Context: an optimization exercise on an open-source flow, tuned for a short achievable clock period and few clock cycles per item. The choices shown serve that exercise and are no tape-out recipe. No run shown here included a check of the RTL's function; only the layout flow was run. Power is estimated from default activity; no workload was simulated.

--- flow/run.sh ---
#!/bin/bash
# synth_recipe.tcl (not shown) runs the flow's synth.tcl, then flattens the netlist and writes it again
# the make line also repeats each setting of config.mk as NAME=value (left out here)
make -C /OpenROAD-flow-scripts/flow DESIGN_CONFIG=/design/flow/config.mk WORK_HOME=/design/flow/orfs CLKGATE_MAP_FILE= SYNTH_SCRIPT=/design/flow/synth_recipe.tcl finish
--- flow/design.v ---
package pfs_pkg;
    localparam int CFG_W = 13;
endpackage
module pixel_frame_statistics_unit (
    input  logic                      i_clk,
    input  logic                      i_rst_n,
    input  logic                      i_cfg_we,
    input  logic [pfs_pkg::CFG_W-1:0] i_cfg_wdata,
    input  logic                      i_pix_valid,
    output logic                      o_pix_ready,
    input  logic [24:0]               i_pix,
    output logic                      o_rpt_valid,
    input  logic                      i_rpt_ready,
    output logic [50:0]               o_rpt
);
    localparam int QD = 4;                    
    localparam int OW = $clog2(QD + 1) + 1;   
    logic        r_ready;             
    logic        r_busy;              
    logic        a_v;
    logic [24:0] a_pix;
    logic [7:0]  a_xs;                
    logic [7:0]  a_xc;                
    logic        a_we;
    logic [11:0] a_wm1;               
    logic [11:0] a_wm2;               
    logic        a_wm1z;              
    logic [12:0] wd;
    logic [12:0] weff;
    logic [7:0]  in_r, in_g, in_b;
    assign o_pix_ready = r_ready;
    assign in_r = i_pix[24:17];
    assign in_g = i_pix[16:9];
    assign in_b = i_pix[8:1];
    assign wd   = i_cfg_wdata;
    assign weff = (wd == 13'd0) ? 13'd1 : (wd[12] && wd[11:0] != 12'd0) ? 13'd4096 : wd;
    always_ff @(posedge i_clk) begin
        a_v    <= i_rst_n & i_pix_valid & !r_busy;
        a_pix  <= i_pix;
        a_xs   <= in_r ^ in_g ^ in_b;
        a_xc   <= (in_r & in_g) | (in_r & in_b) | (in_g & in_b);
        a_we   <= i_rst_n & i_cfg_we;
        a_wm1  <= 12'(weff - 13'd1);
        a_wm2  <= 12'(weff - 13'd2);
        a_wm1z <= (weff == 13'd1);
    end
    logic [11:0] r_wm1, r_wm2;
    logic        r_wm1z;
    logic [11:0] r_col, r_row;
    logic        r_wrap;
    logic        nx_wm1z;
    logic        col_ge_awm1, col_ge_awm2, col_ge_rwm2;
    logic        b_v, b_eof;
    logic [9:0]  b_sum;
    logic [47:0] b_rec;               
    assign nx_wm1z     = a_we ? a_wm1z : r_wm1z;
    assign col_ge_awm1 = (r_col >= a_wm1);
    assign col_ge_awm2 = (r_col >= a_wm2);
    assign col_ge_rwm2 = (r_col >= r_wm2);
    always_ff @(posedge i_clk) begin
        if (!i_rst_n) begin
            r_wm1  <= 12'd639;
            r_wm2  <= 12'd638;
            r_wm1z <= 1'b0;
            r_col  <= '0;
            r_row  <= '0;
            r_wrap <= 1'b0;
        end else begin
            if (a_we) begin
                r_wm1  <= a_wm1;
                r_wm2  <= a_wm2;
                r_wm1z <= a_wm1z;
            end
            if (a_v) begin
                if (a_pix[0]) begin
                    r_col <= '0;
                    r_row <= '0;
                end else if (r_wrap) begin
                    r_col <= '0;
                    if (r_row != 12'hfff) r_row <= r_row + 12'd1;
                end else begin
                    r_col <= r_col + 12'd1;
                end
            end
            if (a_v && (a_pix[0] || r_wrap))
                r_wrap <= nx_wm1z;                                   
            else if (a_v)
                r_wrap <= nx_wm1z || (a_we ? col_ge_awm2 : col_ge_rwm2);   
            else if (a_we)
                r_wrap <= col_ge_awm1;                               
        end
    end
    always_ff @(posedge i_clk) begin
        if (!i_rst_n) b_v <= 1'b0;
        else          b_v <= a_v;
    end
    always_ff @(posedge i_clk) begin
        b_eof <= a_pix[0];
        b_sum <= {2'b00, a_xs} + {1'b0, a_xc, 1'b0};
        b_rec <= {r_col, r_row, a_pix[24:1]};
    end
    logic        c_v, c_eof;
    logic [9:0]  c_sum;
    logic [47:0] c_rec;
    logic        c_tb, c_td;          
    logic [2:0]  c_tmx, c_tmn;        
    logic [2:0][7:0] b_px, c_px;
    logic        r_first;             
    logic        b_first;
    logic [9:0]  r_bsum, r_dsum;
    logic [2:0][7:0] r_max, r_min;
    assign b_px    = b_rec[23:0];
    assign c_px    = c_rec[23:0];
    assign b_first = c_v ? c_eof : r_first;
    function automatic logic f_after(input logic vs_stat, input logic vs_prev);
        if (!c_v)
            f_after = vs_stat;
        else if (r_first)
            f_after = vs_prev;
        else
            f_after = vs_stat && vs_prev;
    endfunction
    always_ff @(posedge i_clk) begin
        if (!i_rst_n) c_v <= 1'b0;
        else          c_v <= b_v;
    end
    always_ff @(posedge i_clk) begin
        c_eof <= b_eof;
        c_sum <= b_sum;
        c_rec <= b_rec;
        c_tb  <= b_first || f_after(b_sum > r_bsum, b_sum > c_sum);
        c_td  <= b_first || f_after(b_sum < r_dsum, b_sum < c_sum);
        for (int i = 0; i < 3; i++) begin
            c_tmx[i] <= b_first || f_after(b_px[i] > r_max[i], b_px[i] > c_px[i]);
            c_tmn[i] <= b_first || f_after(b_px[i] < r_min[i], b_px[i] < c_px[i]);
        end
    end
    logic [47:0] r_brec, r_drec;
    logic [47:0] f_brec;
    logic        wr, r_wr;
    assign f_brec = c_tb ? c_rec : r_brec;
    assign wr     = c_v && c_eof;
    always_ff @(posedge i_clk) begin
        if (!i_rst_n) begin
            r_first <= 1'b1;
            r_wr    <= 1'b0;
            r_bsum  <= '0;
            r_dsum  <= '0;
            r_brec  <= '0;
            r_drec  <= '0;
            r_max   <= '0;
            r_min   <= '0;
        end else begin
            r_wr <= wr;
            if (c_v) begin
                r_first <= c_eof;
                if (c_tb) r_bsum <= c_sum;
                if (c_td) r_dsum <= c_sum;
                r_brec <= f_brec;
                if (c_td) r_drec <= c_rec;
                for (int i = 0; i < 3; i++) begin
                    if (c_tmx[i]) r_max[i] <= c_px[i];
                    if (c_tmn[i]) r_min[i] <= c_px[i];
                end
            end
        end
    end
    logic [143:0]  wdata;
    logic [143:0]  stat;
    logic [143:0]  q_mem [0:QD-1];
    logic [QD-1:0] q_sv;
    logic          q_empty;
    logic          pop;
    assign stat    = {r_brec, r_drec, r_max, r_min};
    assign wdata   = stat;
    assign q_empty = !q_sv[0];
    always_ff @(posedge i_clk) begin
        for (int i = 0; i < QD; i++) begin
            if (pop) begin
                if (i + 1 < QD && q_sv[(i + 1) % QD])
                    q_mem[i] <= q_mem[(i + 1) % QD];
                else if (r_wr && q_sv[i])
                    q_mem[i] <= wdata;
            end else if (r_wr && !q_sv[i] && (i == 0 || q_sv[(i + QD - 1) % QD])) begin
                q_mem[i] <= wdata;
            end
        end
    end
    always_ff @(posedge i_clk) begin
        if (!i_rst_n) begin
            q_sv <= '0;
        end else if (pop && !r_wr) begin
            q_sv <= q_sv >> 1;
        end else if (r_wr && !pop) begin
            q_sv <= {q_sv[QD-2:0], 1'b1};
        end
    end
    logic [3:0]  r_kind;              
    logic        r_ov;                
    logic        r_idle;              
    logic        r_pk;                
    logic [50:0] r_out;
    logic        out_load;
    logic        have;
    logic [50:0] nxt;
    logic [143:0] head;
    logic        nx_sv0;
    logic [3:0]  nx_kind;
    assign head        = q_empty ? stat : q_mem[0];
    assign out_load    = r_idle || i_rpt_ready;
    assign have        = !q_empty || r_wr || wr;
    assign pop         = out_load && r_pk;
    assign o_rpt_valid = r_ov;
    assign o_rpt       = r_out;
    always_comb begin
        if (q_empty && !r_wr) begin
            nxt = {2'd0, f_brec, 1'b0};
        end else begin
            nxt = ({51{r_kind[0]}} & {2'd0, head[143:96], 1'b0})
                | ({51{r_kind[1]}} & {2'd1, head[95:48], 1'b0})
                | ({51{r_kind[2]}} & {2'd2, 24'd0, head[47:24], 1'b0})
                | ({51{r_kind[3]}} & {2'd3, 24'd0, head[23:0], 1'b1});
        end
    end
    assign nx_kind = (out_load && have) ? {r_kind[2:0], r_kind[3]} : r_kind;
    assign nx_sv0  = (pop && !r_wr) ? q_sv[1] : (r_wr || q_sv[0]);
    always_ff @(posedge i_clk) begin
        if (!i_rst_n) r_out <= '0;
        else if (out_load) r_out <= nxt;
    end
    always_ff @(posedge i_clk) begin
        if (!i_rst_n) begin
            r_kind <= 4'b0001;
            r_ov   <= 1'b0;
            r_idle <= 1'b1;
            r_pk   <= 1'b0;
        end else begin
            r_kind <= nx_kind;
            r_pk   <= nx_sv0 && nx_kind[3];
            if (out_load) begin
                r_ov   <= have;
                r_idle <= !have;
            end
        end
    end
    logic [OW-1:0] r_owed;
    logic          eof_in;
    logic          rdy_00, rdy_10, rdy_01, rdy_11, nx_ready;
    assign eof_in = i_pix_valid & !r_busy & i_pix[0];
    assign rdy_00 = (r_owed + OW'(1)) <= OW'(QD);
    assign rdy_10 = (r_owed + OW'(2)) <= OW'(QD);
    assign rdy_01 = r_owed <= OW'(QD);
    assign rdy_11 = (r_owed + OW'(1)) <= OW'(QD);
    always_comb begin
        unique case ({eof_in, pop})
            2'b00: nx_ready = rdy_00;
            2'b10: nx_ready = rdy_10;
            2'b01: nx_ready = rdy_01;
            default: nx_ready = rdy_11;
        endcase
    end
    always_ff @(posedge i_clk) begin
        if (!i_rst_n) begin
            r_owed  <= '0;
            r_ready <= 1'b1;
            r_busy  <= 1'b0;
        end else begin
            r_owed  <= r_owed + OW'(eof_in) - OW'(pop);
            r_ready <= nx_ready;
            r_busy  <= !nx_ready;
        end
    end
endmodule
--- flow/constraint.sdc ---
create_clock -name core_clock -period 4.5 [get_ports {i_clk}]
set_input_delay 0.9000 -clock core_clock [delete_from_list [all_inputs] [get_ports {i_clk}]]
set_output_delay 0.9000 -clock core_clock [all_outputs]
set_load 0.01 [all_outputs]
--- flow/config.mk ---
export PLATFORM = sky130hd
export DESIGN_NAME = pixel_frame_statistics_unit
export DESIGN_NICKNAME = pixel_frame_statistics_unit
export VERILOG_FILES = /design/flow/design.v
export SDC_FILE = /design/flow/constraint.sdc
export NUM_CORES = 4
export LEC_CHECK = 0
export ABC_CLOCK_PERIOD_IN_PS = 1500
export CAP_MARGIN = 20
export CORE_MARGIN = 2
export CORE_UTILIZATION = 40
export PLACE_DENSITY = 0.6
export SETUP_SLACK_MARGIN = 3.0
export SLEW_MARGIN = 20
==> flow_summary.json, run 1 <==
{
  "ys_seq_elements": 1044,
  "dr_total_vias": 33900,
  "pre_cts_slack_ns": 0.853,
  "netlist_area_um2": 44500,
  "crit_arrival_ns": 2.87,
  "clk_pin_slew_worst_paths_ns": 0.08,
  "mostFrequentLayoutCells": "576 x sky130_fd_sc_hd__edfxtp_1, 340 x sky130_fd_sc_hd__nand2_1, 289 x sky130_fd_sc_hd__dfxtp_1, 286 x sky130_fd_sc_hd__mux2_4, 222 x sky130_fd_sc_hd__mux2_2",
  "setup_repair_after_global_routing_missed_its_margin": "true",
  "timing_hold_violations_final": 0,
  "total_negative_setup_slacks_ns": 0,
  "post_synthesis_cell_count": 3542,
  "via_count_of_the_first_global_routing_pass": 32400,
  "clk_root_buffer_cell": "sky130_fd_sc_hd__clkbuf_16",
  "wl_per_cell_um": 29.1,
  "setup_viol": 0,
  "pin_count_of_the_biggest_net_entering_global_routing": 79,
  "post-synth-top-area-fraction_pct": 38.9,
  "power.density_nw_per_um2": 334,
  "grt_first_pass_wirelength_mm": 225,
  "postSynth.asyncResetShare_pct": 0,
  "placement.io_buffers": 95,
  "final_wirelength_mm": 168,
  "min_delay_worst_endpoint": "b_rec[12]",
  "clk_latency_ns": 0.72,
  "design.core.area_um2": 111000,
  "holdPathStages": 0,
  "capture_instance_of_the_worst_register_to_register_path": "r_out[7]",
  "tritoncts": "done",
  "leakage_power_nw": 25.2,
  "synth.largest_area_cell": "sky130_fd_sc_hd__edfxtp_1",
  "final.min_clock_period_ns": 2.28,
  "finalCoreUtilization_pct": 58.7,
  "num-nets-final": 4381,
  "final_layout_size_suffix_gt1_share_pct": 46.3,
  "yosysSeqAreaShare_pct": 59.9,
  "gp_congestion": 0.820,
  "grt_usage_pct": 27.1,
  "synth_area_leaders": "sky130_fd_sc_hd__edfxtp_1 39%, sky130_fd_sc_hd__dfxtp_1 21%, sky130_fd_sc_hd__mux2_2 9.3%, sky130_fd_sc_hd__ha_1 4.4%, sky130_fd_sc_hd__nand2_1 3.7%",
  "final.fill_count": 8072,
  "clock_tree.htree_level_count": 3,
  "drt_drc_violations_left": 0,
  "detailedRoute.firstPassIterationCount": 5,
  "synth-edff-count": 576,
  "worst_case_reg_to_reg_path_depth": 8,
  "yosysUniqueCellTypes": 80,
  "syn_to_final_growth_pct": 45.8,
  "start_kind": "flop",
  "timing.critical_path.required_ns": 5.09,
  "initialDrtViolationCount": 4027,
  "ys.warnings.count": 2,
  "die_height_um": 338,
  "worst_hold_path_type": "reg2reg",
  "detail_route_antenna_nets": 0,
  "synth_ff_type": "sky130_fd_sc_hd__edfxtp_1",
  "synth.avg_cell_area_um2": 12.6,
  "numCtsBuffers": 108,
  "crit-reg2reg-launch": "q_sv[0]",
  "maximum_resistive_drop_on_vdd_v": 0.000333,
  "clock_skew_ns": 0.0448,
  "hold_slack_ns": 0.314,
  "floorplan.die_area_um2": 114000,
  "max_freq_mhz": 440,
  "max-cap-violations": 0,
  "drt-vias-per-instance": 5.89,
  "postSynthNetCount": 3751,
  "final_max_slew_viol_count": 0,
  "r2r_setup_slack_ns": 2.22,
  "fin_ws_ns": 2.22,
  "run_status": "no timing/DRC/antenna violations",
  "core.rowCount": 122,
  "grt.overflow.total": 0,
  "share_of_the_cycle_needed_by_the_critical_path_after_routing_pct": 50.6,
  "timing.slew.headroom_pct": 45.8,
  "detailed_place_hpwl_mm": 66.5,
  "max-clock-path-buffers": 3,
  "number_of_antenna_violations_at_the_first_check_in_global_routing": 7,
  "worstPathMaxFanout": 5,
  "cts_hold_buf": 0,
  "cts.sinks": 1044,
  "num_io_pins": 96,
  "floorplan.die.width_um": 338,
  "hold_path.startpoint": "a_pix[13]",
  "critPathKind": "reg2reg",
  "initial_core_utilization_pct": 40.3,
  "worst_setup_end_kind": "flop",
  "tightest_slew_ns": 0.813,
  "most_frequent_standard_cell_in_the_layout_excluding_fill_and_tap_cells": "sky130_fd_sc_hd__edfxtp_1"
}
-- routing by layer --
metal	vias to the layer above	share of wire, %	global-route usage [%]
met5	-	0.014	0
met2	2202	45	42.3
met1	16800	37	35.5
met4	4	7.2	14.7
li1	14300	-	-
met3	648	11	5.22
-- flip-flops by register name, indices dropped and copies added, names as in the netlist, 10 cells and up --
register / cells
a_wm1: 12
c_sum: 10
r_row: 12
r_drec: 48
r_min: 24
r_brec: 48
b_sum: 10
r_col: 12
r_dsum: 10
c_rec: 48
r_out: 51
r_max: 24
r_bsum: 10
q_mem: 576
a_wm2: 12
b_rec: 48
a_pix: 25
r_wm2: 12
-- logic make-up (layout without fill, tap and decap cells) --
logic type	count (synthesis)	after routing	share of synthesized area (%)
and+or+nand+nor	757	773	7.72
adders and majority gates	166	166	4.84
muxes	557	557	14.2
other	0	4	0
xor gates and xnor gates	35	35	0.689
AOI/OAI and AO/OA	632	634	9.27
buffers and inverters	351	1056	3.42
DFF	1044	1044	59.9
-- cell type report --
type                    instances  area [um2]  area share (%)
diodes                          4        10.0          0.0154
clock buffers                 155        3140            4.84
inverters                     149         603           0.929
flip-flops and latches       1044       27100            41.7
multi-input cells            2165       20100            31.0
well taps                    1488        1860            2.87
repair buffers                704       11600            17.9
clock inverters                48         462           0.711
-- synthesized netlist by cell type (18+ instances only) --
master / number
sky130_fd_sc_hd__nand3_1: 73
sky130_fd_sc_hd__a221oi_1: 23
sky130_fd_sc_hd__inv_1: 148
sky130_fd_sc_hd__mux2_4: 22
sky130_fd_sc_hd__a21oi_1: 155
sky130_fd_sc_hd__a222oi_1: 24
sky130_fd_sc_hd__dfxtp_1: 468
sky130_fd_sc_hd__o21ai_1: 26
sky130_fd_sc_hd__ha_1: 156
sky130_fd_sc_hd__clkbuf_1: 101
sky130_fd_sc_hd__nand2_1: 440
sky130_fd_sc_hd__buf_2: 56
sky130_fd_sc_hd__xnor2_1: 24
sky130_fd_sc_hd__o21ai_0: 127
sky130_fd_sc_hd__a21boi_0: 168
sky130_fd_sc_hd__nor2_1: 66
sky130_fd_sc_hd__mux2_1: 124
sky130_fd_sc_hd__a211oi_1: 31
sky130_fd_sc_hd__mux2_2: 368
sky130_fd_sc_hd__mux2i_1: 43
sky130_fd_sc_hd__buf_1: 18
sky130_fd_sc_hd__edfxtp_1: 576
sky130_fd_sc_hd__nor2b_1: 71
sky130_fd_sc_hd__nand4_1: 22
-- worst max-delay path, stage by stage, from the launching register on --
cell and delay, ns:
sky130_fd_sc_hd__dfxtp_4 0.42, sky130_fd_sc_hd__buf_12 0.14, sky130_fd_sc_hd__buf_12 0.12, sky130_fd_sc_hd__buf_8 0.12, sky130_fd_sc_hd__mux2_4 0.30, sky130_fd_sc_hd__a222oi_1 0.52, sky130_fd_sc_hd__a21oi_2 0.31, sky130_fd_sc_hd__a21oi_2 0.18
sky130_fd_sc_hd__nor2b_1 0.05
-- report_power, final --
group          total [mW]  switching (mW)  internal (mW)  leakage (nW)
registers            10.5           0.255           10.2          9.24
logic                1.90           0.976          0.928          14.2
clock network        9.32            4.01           5.31          1.77
-- worst max-delay path by stage --
stage,startpoint,to,slack (ns),cells after the start
floorplan,i_rpt_ready,q_mem[3][0],0.20,7
global placement,i_rpt_ready,q_mem[2][57],0.90,7
detailed placement,i_rpt_ready,q_mem[2][40],0.85,7
CTS,r_out[0],o_rpt[0],2.39,1
global route,q_sv[0],r_out[7],2.16,8
finish,q_sv[0],r_out[7],2.22,8
-- through the flow --
stage,area (um2),power (mW),instances
4_1_cts,61500,21.4,5629
6_report,64900,21.7,5757
3_3_place_gp,47200,11.9,4980
3_5_place_dp,47200,11.9,4980
5_1_grt,64900,22.3,5754
2_1_floorplan,44600,11.4,3542
-- timing repair --
action                      CTS  global route
setup endpoints to repair  1342          1286
pin swaps                   179           149
gates resized for setup    1437           552
buffers inserted            279           106
cloned                      167            18
==> run 2, diff against run 1 <==
--- a/flow/config.mk
+++ b/flow/config.mk
@@ -11,4 +11,4 @@
 export CORE_UTILIZATION = 40
 export PLACE_DENSITY = 0.6
-export SETUP_SLACK_MARGIN = 3.0
+export SETUP_SLACK_MARGIN = 2.6
 export SLEW_MARGIN = 20
==> run 2 against run 1 <==
Effect of this change: hold slack improved by 0.0084 ns; die area did not move; via count fell by 11%; largest cell class unchanged; highest routed layer unchanged.
==> flow_summary.json, run 2 <==
{
  "synth.largest_area_cell": "sky130_fd_sc_hd__edfxtp_1",
  "seq_area_um2": 26800,
  "pre_cts_slack_ns": 0.853,
  "drt-vias-per-instance": 5.53,
  "largest_reg_flops": 576,
  "synth-edff-count": 576,
  "pin_count_of_the_biggest_net_entering_global_routing": 79,
  "floorplan.die_area_um2": 114000,
  "cts_hold_buf": 0,
  "report.power.total_mw": 21.1,
  "synth_common_cells": "576 x sky130_fd_sc_hd__edfxtp_1, 468 x sky130_fd_sc_hd__dfxtp_1, 440 x sky130_fd_sc_hd__nand2_1",
  "yosysSeqAreaShare_pct": 59.9,
  "total_negative_setup_slacks_ns": 0,
  "leakage_power_nw": 22.1,
  "detail_route_antenna_nets": 0,
  "ys_seq_elements": 1044,
  "critical_path.slowest_cell": "sky130_fd_sc_hd__dfxtp_4",
  "final.fill_count": 9170,
  "clock_skew_ns": 0.0300,
  "ys.warnings.count": 2,
  "start_kind": "flop",
  "netlist_area_um2": 44500,
  "clk_latency_ns": 0.70,
  "placement.io_buffers": 95,
  "numCtsBuffers": 108,
  "synth_most_common_cell": "sky130_fd_sc_hd__edfxtp_1",
  "max_stage_delay_ns": 0.34,
  "placedInstanceArea_um2": 47200,
  "fin_cells": 5492,
  "postSynth.asyncResetShare_pct": 0,
  "via_count_of_the_first_global_routing_pass": 28800,
  "final_design_area_no_fill_um2": 58000,
  "design.core.area_um2": 111000,
  "run_status": "no timing/DRC/antenna violations",
  "cts.sinks": 1044,
  "sw_frac_of_total_pct": 23.2,
  "worstPathMaxFanout": 8,
  "reg.largest.list": "q_mem (576), r_out (51)",
  "num-nets-final": 4118,
  "core.rowCount": 122,
  "clk_root_buffer_cell": "sky130_fd_sc_hd__clkbuf_16",
  "place.detailed.instances": 4980,
  "dr_total_vias": 30400,
  "wl_per_cell_um": 25.5,
  "postSynthNetCount": 3751,
  "critPathKind": "reg2reg",
  "p_int_mw": 16.2,
  "die_height_um": 338,
  "fin_ws_ns": 2.28,
  "timing.slew.headroom_pct": 47.6,
  "num_io_pins": 96,
  "maximum_resistive_drop_on_vdd_v": 0.000304,
  "mostFrequentLayoutCells": "576 x sky130_fd_sc_hd__edfxtp_1, 432 x sky130_fd_sc_hd__nand2_1, 397 x sky130_fd_sc_hd__dfxtp_1, 268 x sky130_fd_sc_hd__mux2_2, 181 x sky130_fd_sc_hd__mux2_4",
  "worstSetupStartpoint": "r_idle",
  "post_synthesis_cell_count": 3542,
  "tightest_slew_ns": 0.786,
  "regMostFlops": "q_mem",
  "floorplan.die.width_um": 338,
  "final_max_slew_viol_count": 0,
  "synth_area_leaders": "sky130_fd_sc_hd__edfxtp_1 39%, sky130_fd_sc_hd__dfxtp_1 21%, sky130_fd_sc_hd__mux2_2 9.3%, sky130_fd_sc_hd__ha_1 4.4%, sky130_fd_sc_hd__nand2_1 3.7%",
  "clk_pin_slew_worst_paths_ns": 0.06,
  "detailed_place_hpwl_mm": 66.5,
  "initialDrtViolationCount": 3113,
  "post-synth-top-area-fraction_pct": 38.9,
  "max-cap-violations": 0,
  "gp_congestion": 0.820,
  "detailedRoute.firstPassIterationCount": 5,
  "path_cells": "or2_4 -> nand2_4 -> clkinv_8 -> nor3b_4 -> o21ai_4 -> nand2b_4 -> buf_12 -> buf_12 -> buf_16",
  "max_freq_mhz": 450,
  "max-clock-path-buffers": 3,
  "synth_ff_type": "sky130_fd_sc_hd__edfxtp_1",
  "setup_viol": 0,
  "worst_hold_path_type": "reg2reg",
  "syn_to_final_growth_pct": 30.4,
  "power.density_nw_per_um2": 364,
  "grt_first_pass_wirelength_mm": 192,
  "path_common_cell": "sky130_fd_sc_hd__buf_12",
  "worst_setup_end_kind": "flop",
  "seq_pwr_share_pct": 49.5,
  "final_wirelength_mm": 140,
  "total_area_of_multi_input_combinational_cells_um2": 17800,
  "number_of_antenna_violations_at_the_first_check_in_global_routing": 5,
  "drt_drc_violations_left": 0,
  "crit-reg2reg-launch": "r_idle",
  "tritoncts": "done",
  "initial_core_utilization_pct": 40.3,
  "most_frequent_standard_cell_in_the_layout_excluding_fill_and_tap_cells": "sky130_fd_sc_hd__edfxtp_1",
  "share_of_the_cycle_needed_by_the_critical_path_after_routing_pct": 49.4,
  "setup_repair_after_global_routing_missed_its_margin": "true",
  "hold_path.startpoint": "a_pix[7]",
  "crit_arrival_ns": 2.62,
  "final_layout_size_suffix_gt1_share_pct": 30.8,
  "total_switching_power_mw": 4.91,
  "final.min_clock_period_ns": 2.22,
  "grt.overflow.total": 0,
  "timing.critical_path.required_ns": 4.89,
  "share_comb_of_total_power_pct": 7.1,
  "clock_tree.htree_level_count": 3,
  "clock_power_share_pct": 43.4,
  "synth.avg_cell_area_um2": 12.6,
  "yosysUniqueCellTypes": 80,
  "timing_hold_violations_final": 0,
  "grt_usage_pct": 22.6
}
[run 2: cell count changes in the layout (fill, tap and decap cells not counted), sizes merged, moves of 2 or more]
cell and delta:
clkdlybuf4s15 +3, dlygate4sd2 +2, clkbuf +40, diode -2, buf -302, nand2 -6
[run 2: timing repair]
action,CTS,global route
hold endpoints to repair,0,0
setup endpoints to repair,1290,1057
cloned,64,62
pin swaps,85,57
gates resized for setup,693,215
buffers inserted,136,45
[run 2: worst paths after layout]
path / slack [ns] / endpoint / depth (start not counted)
worst min register to register: 0.32 / b_rec[6] / 0
worst max register to register: 2.28 / q_mem[1][31] / 9
worst min-delay path: 0.32 / b_rec[6] / 0
worst max-delay path: 2.28 / q_mem[1][31] / 9
[run 2: power by group through the flow]
| stage | combinational [mW] | clock [mW] | sequential, mW |
|---|---|---|---|
| 2_1_floorplan | 0.844 | 0 | 10.6 |
| 3_3_place_gp | 1.21 | 0 | 10.7 |
| 3_5_place_dp | 1.23 | 0 | 10.7 |
| 4_1_cts | 1.40 | 9.27 | 10.5 |
| 5_1_grt | 1.65 | 9.68 | 10.5 |
| 6_report | 1.50 | 9.17 | 10.5 |
[run 2: worst max-delay path: cells and delay by family (launching register included)]
family / cells / cell delay (ns)
AOI/OAI and AO/OA: 1 / 0.15
DFF: 1 / 0.34
and+or+nand+nor: 4 / 0.89
buffers and inverters: 4 / 0.52
[run 2: metal layers]
layer  share of wire (%)  track usage [%]
met4                 3.0             7.30
met3                 7.8             3.15
met1                  43             31.5
met2                  46             36.1
met5              0.0079                0
[run 2: stage by stage]
stage	utilization (%)	hold WS, ns
after global placement	42.7	0.310
after global routing	52.5	0.326
after floorplan	-	0.310
after CTS	50.0	0.323
after detailed placement	42.7	0.312
final	52.5	0.323
[run 2: area by class of cell]
class	instances	share of cell area, %
diodes	2	0.00862
repair buffers	448	12.7
well taps	1488	3.21
clock buffers	155	5.41
flip-flops and latches	1044	46.2
inverters	149	0.996
clock inverters	48	0.796
multi-input cells	2158	30.7
[run 2: cells by family (layout without fill, tap and decap cells)]
family | after synthesis | in the layout | synth area share [%]
and+or+nand+nor | 757 | 766 | 7.72
xor gates and xnor gates | 35 | 35 | 0.689
buffers and inverters | 351 | 800 | 3.42
muxes | 557 | 557 | 14.2
AOI/OAI and AO/OA | 632 | 634 | 9.27
DFF | 1044 | 1044 | 59.9
adders and majority gates | 166 | 166 | 4.84
other | 0 | 2 | 0
==> run 3, diff against run 2 <==
--- a/flow/config.mk
+++ b/flow/config.mk
@@ -11,4 +11,4 @@
 export CORE_UTILIZATION = 40
 export PLACE_DENSITY = 0.6
-export SETUP_SLACK_MARGIN = 2.6
+export SETUP_SLACK_MARGIN = 2.8
 export SLEW_MARGIN = 20
==> run 3 against run 2 <==
Effect of this change: clock skew increased by 0.012 ns; via count increased by 8.2%; count of clock-buffer cells in the layout unchanged; critical endpoint is now r_out[22]; combinational power increased by 15%; wire length increased by 14%; sequential share of layout area decreased by 3.2 points; sequential power about the same; clock power increased by 1%; largest cell class unchanged; flip-flop and latch count unchanged; worst setup slack about the same; total power increased by 1.7%; global-route usage increased by 3.5 points.
==> flow_summary.json, run 3 <==
{
  "cts_hold_buf": 0,
  "p_int_mw": 16.4,
  "timing_hold_violations_final": 0,
  "total_negative_setup_slacks_ns": 0,
  "crit_arrival_ns": 2.80,
  "maximum_resistive_drop_on_vdd_v": 0.000305,
  "sw_frac_of_total_pct": 23.8,
  "share_comb_of_total_power_pct": 8.0,
  "fin_cells": 5662,
  "mostFrequentLayoutCells": "576 x sky130_fd_sc_hd__edfxtp_1, 375 x sky130_fd_sc_hd__nand2_1, 338 x sky130_fd_sc_hd__dfxtp_1, 284 x sky130_fd_sc_hd__mux2_4, 223 x sky130_fd_sc_hd__mux2_2",
  "worst_path_dominant_cell_family": "compound AO/OA/AOI/OAI gates",
  "worstPathMaxFanout": 4,
  "grt.overflow.total": 0,
  "drt-vias-per-instance": 5.80,
  "clk_pin_slew_worst_paths_ns": 0.06,
  "number_of_antenna_violations_at_the_first_check_in_global_routing": 2,
  "drt_drc_violations_left": 0,
  "max_stage_delay_ns": 0.57,
  "yosysSeqAreaShare_pct": 59.9,
  "postSynth.asyncResetShare_pct": 0,
  "syn_to_final_growth_pct": 40.7,
  "detailed_place_hpwl_mm": 66.5,
  "post_synthesis_cell_count": 3542,
  "synth_adder_area_share_pct": 4.84,
  "initialDrtViolationCount": 3789,
  "die_height_um": 338,
  "antenna_cells": 0,
  "synth.largest_area_cell": "sky130_fd_sc_hd__edfxtp_1",
  "synth_top_family_by_area": "multiplexers",
  "max-cap-violations": 0,
  "final_max_slew_viol_count": 0,
  "postSynthNetCount": 3751,
  "path_cells": "buf_8 -> buf_4 -> buf_6 -> mux2_4 -> a222oi_1 -> a21oi_2 -> a21oi_1 -> nor2b_1",
  "r2r_setup_slack_ns": 2.28,
  "finalCoreUtilization_pct": 56.7,
  "post_synthesis_mux_area_share_pct": 14.2,
  "max_freq_mhz": 450,
  "total_switching_power_mw": 5.12,
  "timing.slew.headroom_pct": 45.9,
  "cp_num_cells": 8,
  "leakage_power_nw": 24.1,
  "tightest_slew_ns": 0.811,
  "grt_first_pass_wirelength_mm": 218,
  "numCtsBuffers": 108,
  "synth_area_leaders": "sky130_fd_sc_hd__edfxtp_1 39%, sky130_fd_sc_hd__dfxtp_1 21%, sky130_fd_sc_hd__mux2_2 9.3%, sky130_fd_sc_hd__ha_1 4.4%, sky130_fd_sc_hd__nand2_1 3.7%",
  "synth-compound-area-share_pct": 9.27,
  "clk_root_buffer_cell": "sky130_fd_sc_hd__clkbuf_16",
  "capture_instance_of_the_worst_register_to_register_path": "r_out[22]",
  "timing.critical_path.required_ns": 5.07,
  "final_layout_size_suffix_gt1_share_pct": 40.6,
  "setup_viol": 0,
  "gp_congestion": 0.820,
  "netlist_area_um2": 44500,
  "reg.largest.list": "q_mem (576), r_out (51)",
  "ys_seq_elements": 1044,
  "hold_slack_ns": 0.321,
  "clock_skew_ns": 0.0417,
  "synth_common_cells": "576 x sky130_fd_sc_hd__edfxtp_1, 468 x sky130_fd_sc_hd__dfxtp_1, 440 x sky130_fd_sc_hd__nand2_1",
  "power.density_nw_per_um2": 343,
  "regMostFlops": "q_mem",
  "final_wirelength_mm": 160,
  "grt_usage_pct": 26.0,
  "cts.sinks": 1044,
  "pin_count_of_the_biggest_net_entering_global_routing": 79,
  "floorplan.die_area_um2": 114000,
  "seq_pwr_share_pct": 48.8,
  "post_synth_and_or_nand_nor_area_fraction_pct": 7.72,
  "initial_core_utilization_pct": 40.3,
  "post-synth-top-area-fraction_pct": 38.9,
  "place.detailed.instances": 4980,
  "largest_reg_flops": 576,
  "tritoncts": "done",
  "worst_case_reg_to_reg_path_depth": 8,
  "synth.avg_cell_area_um2": 12.6,
  "final.min_clock_period_ns": 2.22,
  "start_kind": "flop",
  "critPathCapture": "r_out[22]",
  "detail_route_antenna_nets": 0,
  "share_of_the_cycle_needed_by_the_critical_path_after_routing_pct": 49.4,
  "final.fill_count": 8439,
  "setup_repair_after_global_routing_missed_its_margin": "true",
  "worstSetupStartpoint": "q_sv[0]",
  "synth_ff_type": "sky130_fd_sc_hd__edfxtp_1",
  "placedInstanceArea_um2": 47200,
  "floorplan.die.width_um": 338,
  "most_frequent_standard_cell_in_the_layout_excluding_fill_and_tap_cells": "sky130_fd_sc_hd__edfxtp_1",
  "placement.io_buffers": 95,
  "num-nets-final": 4290,
  "final_design_area_no_fill_um2": 62600,
  "critPathKind": "reg2reg",
  "synth-edff-count": 576,
  "report.power.total_mw": 21.5,
  "clk_latency_ns": 0.71,
  "synth_xor_xnor_area_share_pct": 0.689,
  "timing.critical_path.buf_inv": 3,
  "synth_most_common_cell": "sky130_fd_sc_hd__edfxtp_1",
  "clock_tree.htree_level_count": 3,
  "fin_ws_ns": 2.28,
  "yosysUniqueCellTypes": 80,
  "detailedRoute.firstPassIterationCount": 6,
  "max-clock-path-buffers": 3,
  "ys.warnings.count": 2,
  "pre_cts_slack_ns": 0.853,
  "core.rowCount": 122,
  "crit-reg2reg-launch": "q_sv[0]",
  "critical_path.slowest_cell": "sky130_fd_sc_hd__a222oi_1",
  "via_count_of_the_first_global_routing_pass": 31400,
  "num_io_pins": 96,
  "clock_power_share_pct": 43.2,
  "worst_hold_path_type": "reg2reg",
  "run_status": "no timing/DRC/antenna violations",
  "dr_total_vias": 32800,
  "worst_setup_end_kind": "flop",
  "wl_per_cell_um": 28.2,
  "design.core.area_um2": 111000
}
[run 3: metal layers]
| metal | wire (um) | vias to the layer above | track usage (%) |
|---|---|---|---|
| met1 | 62900 | 16400 | 34.5 |
| li1 | - | 14100 | - |
| met3 | 15000 | 481 | 4.46 |
| met5 | 11 | - | 0 |
| met2 | 72400 | 1935 | 41.5 |
| met4 | 9270 | 2 | 12.3 |
[run 3: worst min path at each step]
stage	from	to	slack, ns	cells after the start
after floorplan	a_pix[1]	b_rec[0]	0.31	0
after global placement	b_rec[40]	c_rec[40]	0.31	0
after detailed placement	b_rec[37]	c_rec[37]	0.31	0
after CTS	a_pix[7]	b_rec[6]	0.32	0
after global routing	a_pix[7]	b_rec[6]	0.33	0
final	a_pix[7]	b_rec[6]	0.32	0
[run 3: power by group through the flow]
stage                     sequential (mW)  clock (mW)  combinational, mW
after floorplan                      10.6           0              0.844
after global placement               10.7           0               1.21
after detailed placement             10.7           0               1.23
after CTS                            10.5        9.27               1.55
after global routing                 10.5        9.70               1.86
final                                10.5        9.28               1.72
[run 3: cell families after synthesis]
logic type | after synthesis
muxes | 557
buffers and inverters | 351
adders and majority gates | 166
and+or+nand+nor | 757
DFF | 1044
AOI/OAI and AO/OA | 632
xor gates and xnor gates | 35
[run 3: worst register-to-register path, cell delays in order (launching register included)]
cell and delay (ns):
sky130_fd_sc_hd__dfxtp_4 0.39, sky130_fd_sc_hd__buf_8 0.14, sky130_fd_sc_hd__buf_4 0.13, sky130_fd_sc_hd__buf_6 0.12
sky130_fd_sc_hd__mux2_4 0.30, sky130_fd_sc_hd__a222oi_1 0.57, sky130_fd_sc_hd__a21oi_2 0.24, sky130_fd_sc_hd__a21oi_1 0.16
sky130_fd_sc_hd__nor2b_1 0.05
[run 3: what timing repair did]
item	in CTS	in global routing
buffers inserted	240	64
resized for setup	1124	468
setup endpoints to repair	1314	1176
pin swaps	112	93
gates cloned	154	21
[run 3: final cells by class]
class	count	area (um2)	share of cell area, %
flip-flops and latches	1044	26900	42.9
multi-input cells	2165	19200	30.6
repair buffers	613	10500	16.8
clock buffers	155	3140	5.01
well taps	1488	1860	2.97
inverters	149	578	0.923
clock inverters	48	462	0.737
==> run 4, diff against run 3 <==
--- a/flow/design.v
+++ b/flow/design.v
@@ -166,32 +166,14 @@
         end
     end
-    logic [143:0]  wdata;
     logic [143:0]  stat;
     logic [143:0]  q_mem [0:QD-1];
-    logic [QD-1:0] q_sv;
-    logic          q_empty;
+    logic [QD-1:0] q_wp, q_rp;
+    logic [OW-1:0] q_cnt;
+    logic          q_empty;           
     logic          pop;
-    assign stat    = {r_brec, r_drec, r_max, r_min};
-    assign wdata   = stat;
-    assign q_empty = !q_sv[0];
+    assign stat = {r_brec, r_drec, r_max, r_min};
     always_ff @(posedge i_clk) begin
         for (int i = 0; i < QD; i++) begin
-            if (pop) begin
-                if (i + 1 < QD && q_sv[(i + 1) % QD])
-                    q_mem[i] <= q_mem[(i + 1) % QD];
-                else if (r_wr && q_sv[i])
-                    q_mem[i] <= wdata;
-            end else if (r_wr && !q_sv[i] && (i == 0 || q_sv[(i + QD - 1) % QD])) begin
-                q_mem[i] <= wdata;
-            end
-        end
-    end
-    always_ff @(posedge i_clk) begin
-        if (!i_rst_n) begin
-            q_sv <= '0;
-        end else if (pop && !r_wr) begin
-            q_sv <= q_sv >> 1;
-        end else if (r_wr && !pop) begin
-            q_sv <= {q_sv[QD-2:0], 1'b1};
+            if (r_wr && q_wp[i]) q_mem[i] <= stat;
         end
     end
@@ -199,30 +181,41 @@
     logic        r_ov;                
     logic        r_idle;              
-    logic        r_pk;                
     logic [50:0] r_out;
     logic        out_load;
-    logic        have;
+    logic        have, adv;
+    logic [3:0]  nx_kind;
+    logic [QD-1:0] nx_rp;
+    logic [OW-1:0] nx_cnt;
+    logic        nx_empty;
+    logic        s_fold;              
+    logic [3:0]  s_stat;              
+    logic [QD-1:0][3:0] s_q;          
     logic [50:0] nxt;
-    logic [143:0] head;
-    logic        nx_sv0;
-    logic [3:0]  nx_kind;
-    assign head        = q_empty ? stat : q_mem[0];
+    function automatic logic [50:0] f_rpt(input int k, input logic [143:0] f);
+        case (k)
+            0:       f_rpt = {2'd0, f[143:96], 1'b0};
+            1:       f_rpt = {2'd1, f[95:48], 1'b0};
+            2:       f_rpt = {2'd2, 24'd0, f[47:24], 1'b0};
+            default: f_rpt = {2'd3, 24'd0, f[23:0], 1'b1};
+        endcase
+    endfunction
     assign out_load    = r_idle || i_rpt_ready;
     assign have        = !q_empty || r_wr || wr;
-    assign pop         = out_load && r_pk;
+    assign adv         = out_load && have;
+    assign pop         = adv && !q_empty && r_kind[3];
     assign o_rpt_valid = r_ov;
     assign o_rpt       = r_out;
+    assign nx_kind  = adv ? {r_kind[2:0], r_kind[3]} : r_kind;
+    assign nx_rp    = pop ? {q_rp[QD-2:0], q_rp[QD-1]} : q_rp;
+    assign nx_cnt   = q_cnt + OW'(r_wr) - OW'(pop);
+    assign nx_empty = (nx_cnt == '0);
     always_comb begin
-        if (q_empty && !r_wr) begin
-            nxt = {2'd0, f_brec, 1'b0};
-        end else begin
-            nxt = ({51{r_kind[0]}} & {2'd0, head[143:96], 1'b0})
-                | ({51{r_kind[1]}} & {2'd1, head[95:48], 1'b0})
-                | ({51{r_kind[2]}} & {2'd2, 24'd0, head[47:24], 1'b0})
-                | ({51{r_kind[3]}} & {2'd3, 24'd0, head[23:0], 1'b1});
-        end
-    end
-    assign nx_kind = (out_load && have) ? {r_kind[2:0], r_kind[3]} : r_kind;
-    assign nx_sv0  = (pop && !r_wr) ? q_sv[1] : (r_wr || q_sv[0]);
+        nxt = {51{s_fold}} & {2'd0, f_brec, 1'b0};
+        for (int k = 0; k < 4; k++) begin
+            nxt = nxt | ({51{s_stat[k]}} & f_rpt(k, stat));
+            for (int s = 0; s < QD; s++)
+                nxt = nxt | ({51{s_q[s][k]}} & f_rpt(k, q_mem[s]));
+        end
+    end
     always_ff @(posedge i_clk) begin
         if (!i_rst_n) r_out <= '0;
@@ -231,11 +224,26 @@
     always_ff @(posedge i_clk) begin
         if (!i_rst_n) begin
-            r_kind <= 4'b0001;
-            r_ov   <= 1'b0;
-            r_idle <= 1'b1;
-            r_pk   <= 1'b0;
-        end else begin
-            r_kind <= nx_kind;
-            r_pk   <= nx_sv0 && nx_kind[3];
+            q_wp    <= QD'(1);
+            q_rp    <= QD'(1);
+            q_cnt   <= '0;
+            q_empty <= 1'b1;
+            r_kind  <= 4'b0001;
+            r_ov    <= 1'b0;
+            r_idle  <= 1'b1;
+            s_fold  <= 1'b1;
+            s_stat  <= '0;
+            s_q     <= '0;
+        end else begin
+            if (r_wr) q_wp <= {q_wp[QD-2:0], q_wp[QD-1]};
+            q_rp    <= nx_rp;
+            q_cnt   <= nx_cnt;
+            q_empty <= nx_empty;
+            r_kind  <= nx_kind;
+            s_fold  <= nx_empty && !wr;
+            for (int k = 0; k < 4; k++) begin
+                s_stat[k] <= nx_empty && wr && nx_kind[k];
+                for (int s = 0; s < QD; s++)
+                    s_q[s][k] <= !nx_empty && nx_rp[s] && nx_kind[k];
+            end
             if (out_load) begin
                 r_ov   <= have;
--- a/flow/config.mk
+++ b/flow/config.mk
@@ -11,4 +11,4 @@
 export CORE_UTILIZATION = 40
 export PLACE_DENSITY = 0.6
-export SETUP_SLACK_MARGIN = 2.8
+export SETUP_SLACK_MARGIN = 2.5
 export SLEW_MARGIN = 20
==> run 4 against run 3 <==
Effect of this change: count of clock-buffer cells in the layout shrank 13; synthesized cell count shrank 6.8%; critical path depth grew 2; core utilization shrank 9.2 points; final cell count shrank 14%; via count shrank 17%; die area shrank 8.7%; largest power group unchanged.
==> flow_summary.json, run 4 <==
{
  "run_status": "no timing/DRC/antenna violations",
  "yosysSeqAreaShare_pct": 67.1,
  "wl_per_cell_um": 24.3,
  "final_layout_size_suffix_gt1_share_pct": 14.8,
  "dr_total_vias": 27400,
  "detailedRoute.firstPassIterationCount": 5,
  "floorplan.die_area_um2": 104000,
  "synth-edff-count": 576,
  "netlist_area_um2": 40600,
  "floorplan.die.width_um": 323,
  "seq_area_um2": 27400,
  "syn_to_final_growth_pct": 17.4,
  "num_io_pins": 96,
  "clock_tree.htree_level_count": 3,
  "hold_slack_ns": 0.326,
  "postSynthNetCount": 3513,
  "initial_core_utilization_pct": 40.5,
  "design.core.area_um2": 100000,
  "pre_cts_slack_ns": 0.533,
  "setup_viol": 0,
  "timing.critical_path.required_ns": 5.12,
  "most_frequent_standard_cell_in_the_layout_excluding_fill_and_tap_cells": "sky130_fd_sc_hd__edfxtp_1",
  "post-synth-top-area-fraction_pct": 42.6,
  "detailed_place_hpwl_mm": 66.0,
  "fin_ws_ns": 1.95,
  "cts_hold_buf": 0,
  "total_negative_setup_slacks_ns": 0,
  "place.detailed.instances": 4625,
  "clk_root_buffer_cell": "sky130_fd_sc_hd__clkbuf_16",
  "detail_route_antenna_nets": 0,
  "total_area_of_multi_input_combinational_cells_um2": 12400,
  "clk_pin_slew_worst_paths_ns": 0.06,
  "clk_latency_ns": 0.70,
  "placement.io_buffers": 95,
  "max-cap-violations": 0,
  "grt_usage_pct": 22.6,
  "synth.avg_cell_area_um2": 12.3,
  "timing_hold_violations_final": 0,
  "postSynth.asyncResetShare_pct": 0,
  "grt_first_pass_wirelength_mm": 175,
  "crit_arrival_ns": 3.18,
  "max_stage_delay_ns": 0.54,
  "synth_area_leaders": "sky130_fd_sc_hd__edfxtp_1 43%, sky130_fd_sc_hd__dfxtp_1 25%, sky130_fd_sc_hd__ha_1 4.9%, sky130_fd_sc_hd__a22oi_1 4.3%, sky130_fd_sc_hd__nand2_1 3.7%",
  "synth_common_cells": "576 x sky130_fd_sc_hd__edfxtp_1, 497 x sky130_fd_sc_hd__dfxtp_1, 400 x sky130_fd_sc_hd__nand2_1",
  "path_cells": "nor2_4 -> nor3b_4 -> ha_4 -> inv_2 -> ha_4 -> inv_2 -> fa_2 -> or4b_4 -> or2_4 -> nor2_1",
  "worstPathMaxFanout": 6,
  "final.min_clock_period_ns": 2.55,
  "pin_count_of_the_biggest_net_entering_global_routing": 146,
  "synth.largest_area_cell": "sky130_fd_sc_hd__edfxtp_1",
  "tightest_slew_ns": 1.14,
  "die_height_um": 323,
  "final_max_slew_viol_count": 0,
  "regMostFlops": "q_mem",
  "numCtsBuffers": 104,
  "tritoncts": "done",
  "timing.critical_path.buf_inv": 2,
  "max-clock-path-buffers": 3,
  "reg.largest.list": "q_mem (576), r_out (51)",
  "fin_cells": 4860,
  "leakage_power_nw": 16.8,
  "finalCoreUtilization_pct": 47.5,
  "post_synthesis_cell_count": 3301,
  "r2r_setup_slack_ns": 1.95,
  "initialDrtViolationCount": 2963,
  "power.density_nw_per_um2": 442,
  "ys_seq_elements": 1073,
  "worst_hold_path_type": "reg2reg",
  "synth_most_common_cell": "sky130_fd_sc_hd__edfxtp_1",
  "mostFrequentLayoutCells": "576 x sky130_fd_sc_hd__edfxtp_1, 410 x sky130_fd_sc_hd__dfxtp_1, 394 x sky130_fd_sc_hd__nand2_1, 285 x sky130_fd_sc_hd__a21oi_1, 234 x sky130_fd_sc_hd__a22oi_1",
  "ys.warnings.count": 2,
  "critPathKind": "reg2reg",
  "worst_setup_end_kind": "flop",
  "critical_path.slowest_cell": "sky130_fd_sc_hd__fa_2",
  "setup_repair_after_global_routing_missed_its_margin": "true",
  "worst_path_dominant_cell_family": "simple AND/OR/NAND/NOR gates",
  "max_freq_mhz": 392,
  "cts.sinks": 1073,
  "number_of_antenna_violations_at_the_first_check_in_global_routing": 3,
  "synth_ff_type": "sky130_fd_sc_hd__edfxtp_1",
  "via_count_of_the_first_global_routing_pass": 27100,
  "share_of_the_cycle_needed_by_the_critical_path_after_routing_pct": 56.7,
  "clock_skew_ns": 0.0340,
  "maximum_resistive_drop_on_vdd_v": 0.000335,
  "core.rowCount": 116,
  "final.fill_count": 8830,
  "drt_drc_violations_left": 0,
  "timing.slew.headroom_pct": 24.0,
  "yosysUniqueCellTypes": 63,
  "drt-vias-per-instance": 5.63,
  "start_kind": "flop",
  "largest_reg_flops": 576,
  "gp_congestion": 0.851,
  "final_wirelength_mm": 118,
  "grt.overflow.total": 0,
  "num-nets-final": 3622
}
[run 4: cell types whose count changed in the layout (fill, tap and decap cells not counted), sizes merged, moves of 55 or more]
cell,before,now
a21oi,156,289
o21ai,154,99
a21boi,171,0
mux2,514,36
buf,567,154
nor2b,71,10
a22oi,1,234
[run 4: layer usage]
| metal | part of all wire (%) | GRT usage, % | routed length [um] |
|---|---|---|---|
| met5 | 0.014 | 0 | 16 |
| met3 | 8.4 | 4.00 | 9950 |
| met1 | 42 | 30.3 | 49300 |
| met2 | 47 | 37.2 | 55800 |
| met4 | 2.7 | 7.00 | 3220 |
[run 4: report_power, final]
| group | internal (mW) | switching, mW |
|---|---|---|
| Combinational | 0.530 | 0.686 |
| Clock | 5.23 | 3.88 |
| Sequential | 10.5 | 0.260 |
[run 4: kinds of logic (layout without fill, tap and decap cells)]
logic type,Yosys count,in the layout,synth area share [%]
multiplexers,46,46,1.25
AO/OA/AOI/OAI,838,838,13.6
flip-flops,1073,1073,67.1
XOR/XNOR,37,37,0.798
adder cells (fa/ha/maj),169,169,5.41
buffers and inverters,356,554,3.31
other,0,1,0
AND/OR/NAND/NOR,782,785,8.53
[run 4: cell type report]
class                           count  share of cell area (%)
Clock inverter                     56                    1.32
Tap cell                         1357                    3.56
Multi-Input combinational cell   1875                    26.0
Timing Repair Buffer              186                    3.92
Clock buffer                      142                    6.28
Sequential cell                  1073                    57.5
Inverter                          170                    1.37
Antenna cell                        1                 0.00525
[run 4: worst reg2reg max path, delay by kind of cell (launching register included)]
family        cells  cell delay, ns
buf+inv           2            0.09
flops             1            0.35
fa+ha+maj         3            0.90
simple gates      5            1.15
[run 4: worst paths after layout]
path | startpoint | end | cells past startpoint
setup reg to reg | r_idle | s_stat[3] | 10
hold / removal | a_pix[5] | b_rec[4] | 0
hold reg to reg | a_pix[5] | b_rec[4] | 0
setup / recovery | r_idle | s_stat[3] | 10
[run 4: through the flow]
stage / cell area [um2] / power, mW
6_report: 47600 / 21.1
5_1_grt: 47600 / 21.7
4_1_cts: 47400 / 21.1
3_5_place_dp: 43200 / 12.1
3_3_place_gp: 43200 / 12.0
2_1_floorplan: 40700 / 11.6
[run 4: repair_timing]
item                                    CTS  global route
buffers inserted                         22            11
gates cloned                              3             0
pin swaps                                16            24
endpoints found under the setup margin  587           350
gates resized for setup                 477            60
==> run 5, diff against run 4 <==
--- a/flow/config.mk
+++ b/flow/config.mk
@@ -11,4 +11,4 @@
 export CORE_UTILIZATION = 40
 export PLACE_DENSITY = 0.6
-export SETUP_SLACK_MARGIN = 2.5
+export SETUP_SLACK_MARGIN = 2.3
 export SLEW_MARGIN = 20
==> run 5 against run 4 <==
Effect of this change: still clean; synthesized cell count is the same; final cell count is 0.37% lower; via count shrank 1.2%; combinational power fell by 8%; clock power rose by 2.9%; die area is the same; critical endpoint is now s_stat[0].
==> flow_summary.json, run 5 <==
{
  "crit-reg2reg-launch": "r_idle",
  "final.min_clock_period_ns": 2.64,
  "synth.avg_cell_area_um2": 12.3,
  "pre_cts_slack_ns": 0.540,
  "postSynthNetCount": 3513,
  "grt_first_pass_wirelength_mm": 170,
  "cts.sinks": 1073,
  "met1_length_mm": 48.9,
  "hold_path.startpoint": "b_rec[33]",
  "leakage_power_nw": 16.7,
  "num_io_pins": 96,
  "reg.largest.list": "q_mem (576), r_out (51)",
  "cts_hold_buf": 0,
  "via_count_of_the_first_global_routing_pass": 26500,
  "worst_case_reg_to_reg_path_depth": 11,
  "path_cells": "buf_4 -> nor2_4 -> nor3b_4 -> ha_1 -> inv_1 -> ha_2 -> inv_2 -> fa_2 -> xnor2_2 -> or4b_4 -> or2_4 -> nor2_2",
  "drt-vias-per-instance": 5.58,
  "most_frequent_standard_cell_in_the_layout_excluding_fill_and_tap_cells": "sky130_fd_sc_hd__edfxtp_1",
  "critPathKind": "in2reg",
  "worst_hold_path_type": "reg2reg",
  "timing.slew.headroom_pct": 19.8,
  "wl_per_cell_um": 23.5,
  "clock_skew_ns": 0.0173,
  "routed-wl-met3_mm": 7.77,
  "share_of_the_cycle_needed_by_the_critical_path_after_routing_pct": 58.7,
  "clk_root_buffer_cell": "sky130_fd_sc_hd__clkbuf_16",
  "largest_reg_flops": 576,
  "final_max_slew_viol_count": 0,
  "setup_repair_after_global_routing_missed_its_margin": "true",
  "gp_congestion": 0.839,
  "floorplan.die.width_um": 323,
  "yosysSeqAreaShare_pct": 67.1,
  "design.core.area_um2": 100000,
  "worst_path_dominant_cell_family": "simple AND/OR/NAND/NOR gates",
  "report.power.total_mw": 21.2,
  "detailed_route_wirelength_on_metal2_mm": 54.6,
  "floorplan.die_area_um2": 104000,
  "tightest_slew_ns": 1.20,
  "ys_seq_elements": 1073,
  "detail_route_antenna_nets": 0,
  "synth.largest_area_cell": "sky130_fd_sc_hd__edfxtp_1",
  "syn_to_final_growth_pct": 16.1,
  "fin_ws_ns": 1.86,
  "run_status": "no timing/DRC/antenna violations",
  "initial_core_utilization_pct": 40.5,
  "regMostFlops": "q_mem",
  "post-synth-top-area-fraction_pct": 42.6,
  "power.density_nw_per_um2": 450,
  "synth-edff-count": 576,
  "num-nets-final": 3602,
  "max_stage_delay_ns": 0.58,
  "number_of_antenna_violations_at_the_first_check_in_global_routing": 2,
  "core.rowCount": 116,
  "setup_viol": 0,
  "numCtsBuffers": 106,
  "clock_tree.htree_level_count": 3,
  "critical_path.slowest_cell": "sky130_fd_sc_hd__or4b_4",
  "crit_arrival_ns": 3.24,
  "capture_instance_of_the_worst_register_to_register_path": "s_stat[0]",
  "clk_pin_slew_worst_paths_ns": 0.06,
  "max_freq_mhz": 379,
  "synth_common_cells": "576 x sky130_fd_sc_hd__edfxtp_1, 497 x sky130_fd_sc_hd__dfxtp_1, 400 x sky130_fd_sc_hd__nand2_1",
  "min_delay_worst_endpoint": "c_rec[33]",
  "dr_total_vias": 27000,
  "timing.critical_path.required_ns": 5.10,
  "pin_count_of_the_biggest_net_entering_global_routing": 102,
  "max-cap-violations": 0,
  "r2r_setup_slack_ns": 1.86,
  "post_synthesis_cell_count": 3301,
  "dr.max_layer_used": "met5",
  "initialDrtViolationCount": 2732,
  "timing_hold_violations_final": 0,
  "mostFrequentLayoutCells": "576 x sky130_fd_sc_hd__edfxtp_1, 450 x sky130_fd_sc_hd__dfxtp_1, 393 x sky130_fd_sc_hd__nand2_1, 288 x sky130_fd_sc_hd__a21oi_1, 234 x sky130_fd_sc_hd__a22oi_1",
  "synth_most_common_cell": "sky130_fd_sc_hd__edfxtp_1",
  "drt_drc_violations_left": 0,
  "yosysUniqueCellTypes": 63,
  "placement.io_buffers": 95,
  "ys.warnings.count": 2,
  "postSynth.asyncResetShare_pct": 0,
  "timing.critical_path.buf_inv": 3,
  "start_kind": "input pin",
  "worst_setup_end_kind": "flop",
  "final_layout_size_suffix_gt1_share_pct": 12.5,
  "final_wirelength_mm": 114,
  "holdPathStages": 0,
  "tritoncts": "done",
  "synth_ff_type": "sky130_fd_sc_hd__edfxtp_1",
  "total_area_of_multi_input_combinational_cells_um2": 12300,
  "worstPathMaxFanout": 7,
  "maximum_resistive_drop_on_vdd_v": 0.000316,
  "clk_latency_ns": 0.68,
  "total_negative_setup_slacks_ns": 0,
  "die_height_um": 323,
  "synth_area_leaders": "sky130_fd_sc_hd__edfxtp_1 43%, sky130_fd_sc_hd__dfxtp_1 25%, sky130_fd_sc_hd__ha_1 4.9%, sky130_fd_sc_hd__a22oi_1 4.3%, sky130_fd_sc_hd__nand2_1 3.7%",
  "final.fill_count": 8973,
  "grt_usage_pct": 21.7,
  "detailedRoute.firstPassIterationCount": 6,
  "netlist_area_um2": 40600,
  "grt.overflow.total": 0,
  "detailed_place_hpwl_mm": 65.6,
  "seq_area_um2": 27300,
  "max-clock-path-buffers": 3
}
## run 5: cell count changes in the layout (fill, tap and decap cells not counted), moves of 9 or more
cell                              delta
sky130_fd_sc_hd__o21ai_0             +9
sky130_fd_sc_hd__dfxtp_4             -9
sky130_fd_sc_hd__buf_6              -66
sky130_fd_sc_hd__buf_2              +30
sky130_fd_sc_hd__dfxtp_2            -31
sky130_fd_sc_hd__clkdlybuf4s15_2    +12
sky130_fd_sc_hd__dfxtp_1            +40
## run 5: layout make-up
type	count	area share (%)
Antenna cell	1	0.00531
Clock buffer	154	6.62
Clock inverter	48	1.34
Inverter	170	1.40
Multi-Input combinational cell	1872	26.0
Sequential cell	1073	58.0
Tap cell	1357	3.60
Timing Repair Buffer	167	2.99
## run 5: metrics by stage
stage	std cells	cell area [um2]	util, %	hold WS [ns]
finish	4842	47100	47.0	0.323
global route	4842	47100	47.0	0.326
global placement	4620	43100	43.0	0.311
CTS	4829	46900	46.8	0.324
detailed placement	4620	43100	43.0	0.312
floorplan	3301	40700	-	0.310
## run 5: kinds of logic after synthesis
family                   after synthesis  synth area share (%)
AO/OA/AOI/OAI                        838                  13.6
XOR/XNOR                              37                 0.798
multiplexers                          46                  1.25
buffers and inverters                356                  3.31
AND/OR/NAND/NOR                      782                  8.53
flip-flops                          1073                  67.1
adder cells (fa/ha/maj)              169                  5.41
## run 5: power by group
group          internal, mW  total, mW  switching (mW)
combinational         0.472       1.12           0.645
sequential             10.5       10.7           0.262
clock                  5.58       9.37            3.78
## run 5: routing by layer
metal / track usage [%] / vias to the layer above
li1: - / 12400
met4: 6.39 / 2
met2: 36.4 / 985
met3: 2.92 / 166
met1: 29.3 / 13500
met5: 0 / -
## run 5: how the worst max path moves through the flow
stage / from / end / slack, ns / cells past startpoint
final: i_rpt_ready / s_stat[0] / 1.86 / 12
after global routing: r_idle / s_stat[2] / 1.77 / 11
after CTS: r_idle / s_stat[3] / 1.88 / 11
after detailed placement: i_rpt_ready / s_stat[0] / 0.54 / 12
after global placement: i_rpt_ready / s_stat[3] / 0.55 / 12
after floorplan: i_rpt_ready / s_stat[1] / 1.20 / 12
## run 5: what timing repair did
action,4_1_cts,5_1_grt
setup buffers,7,12
gates resized for setup,269,54
pin swaps,5,11
endpoints found under the setup margin,235,194

[afterwards: timing with drivers on the ports]
The flow's constraints put no driver on any port. The routed layouts listed below were extracted and timed again, unchanged, in two steps.
Step 1, drivers: a clkbuf_16 drives i_clk and a buf_2 each remaining input, both assumed.
Step 2 adds t to the input delays and takes it off the output delays; t is the mean of the earliest and latest rising clock arrival at the registers after step 1. Input paths then give back, and output paths get back, about the clock's delay inside the block.
a / b / c = ideal / step 1 / step 2; a / b = the first two.
| run | shift t [ns] | slack for setup (ns) | worst slew at a driven data input, ns |
|---|---|---|---|
| run 1 | 0.770 | 2.225 / 2.225 / 1.498 | 0.06 |
| run 2 | 0.756 | 2.277 / 2.277 / 1.540 | 0.07 |
| run 3 | 0.770 | 2.277 / 2.277 / 1.527 | 0.07 |
| run 4 | 0.758 | 1.947 / 1.947 / 1.229 | 0.06 |
| run 5 | 0.744 | 1.860 / 1.860 / 1.128 | 0.06 |
After both steps every run listed still meets setup and hold. The setup slack of run 3, which loses most, moves by 0.000 ns with the drivers and by -0.750 ns with both steps.
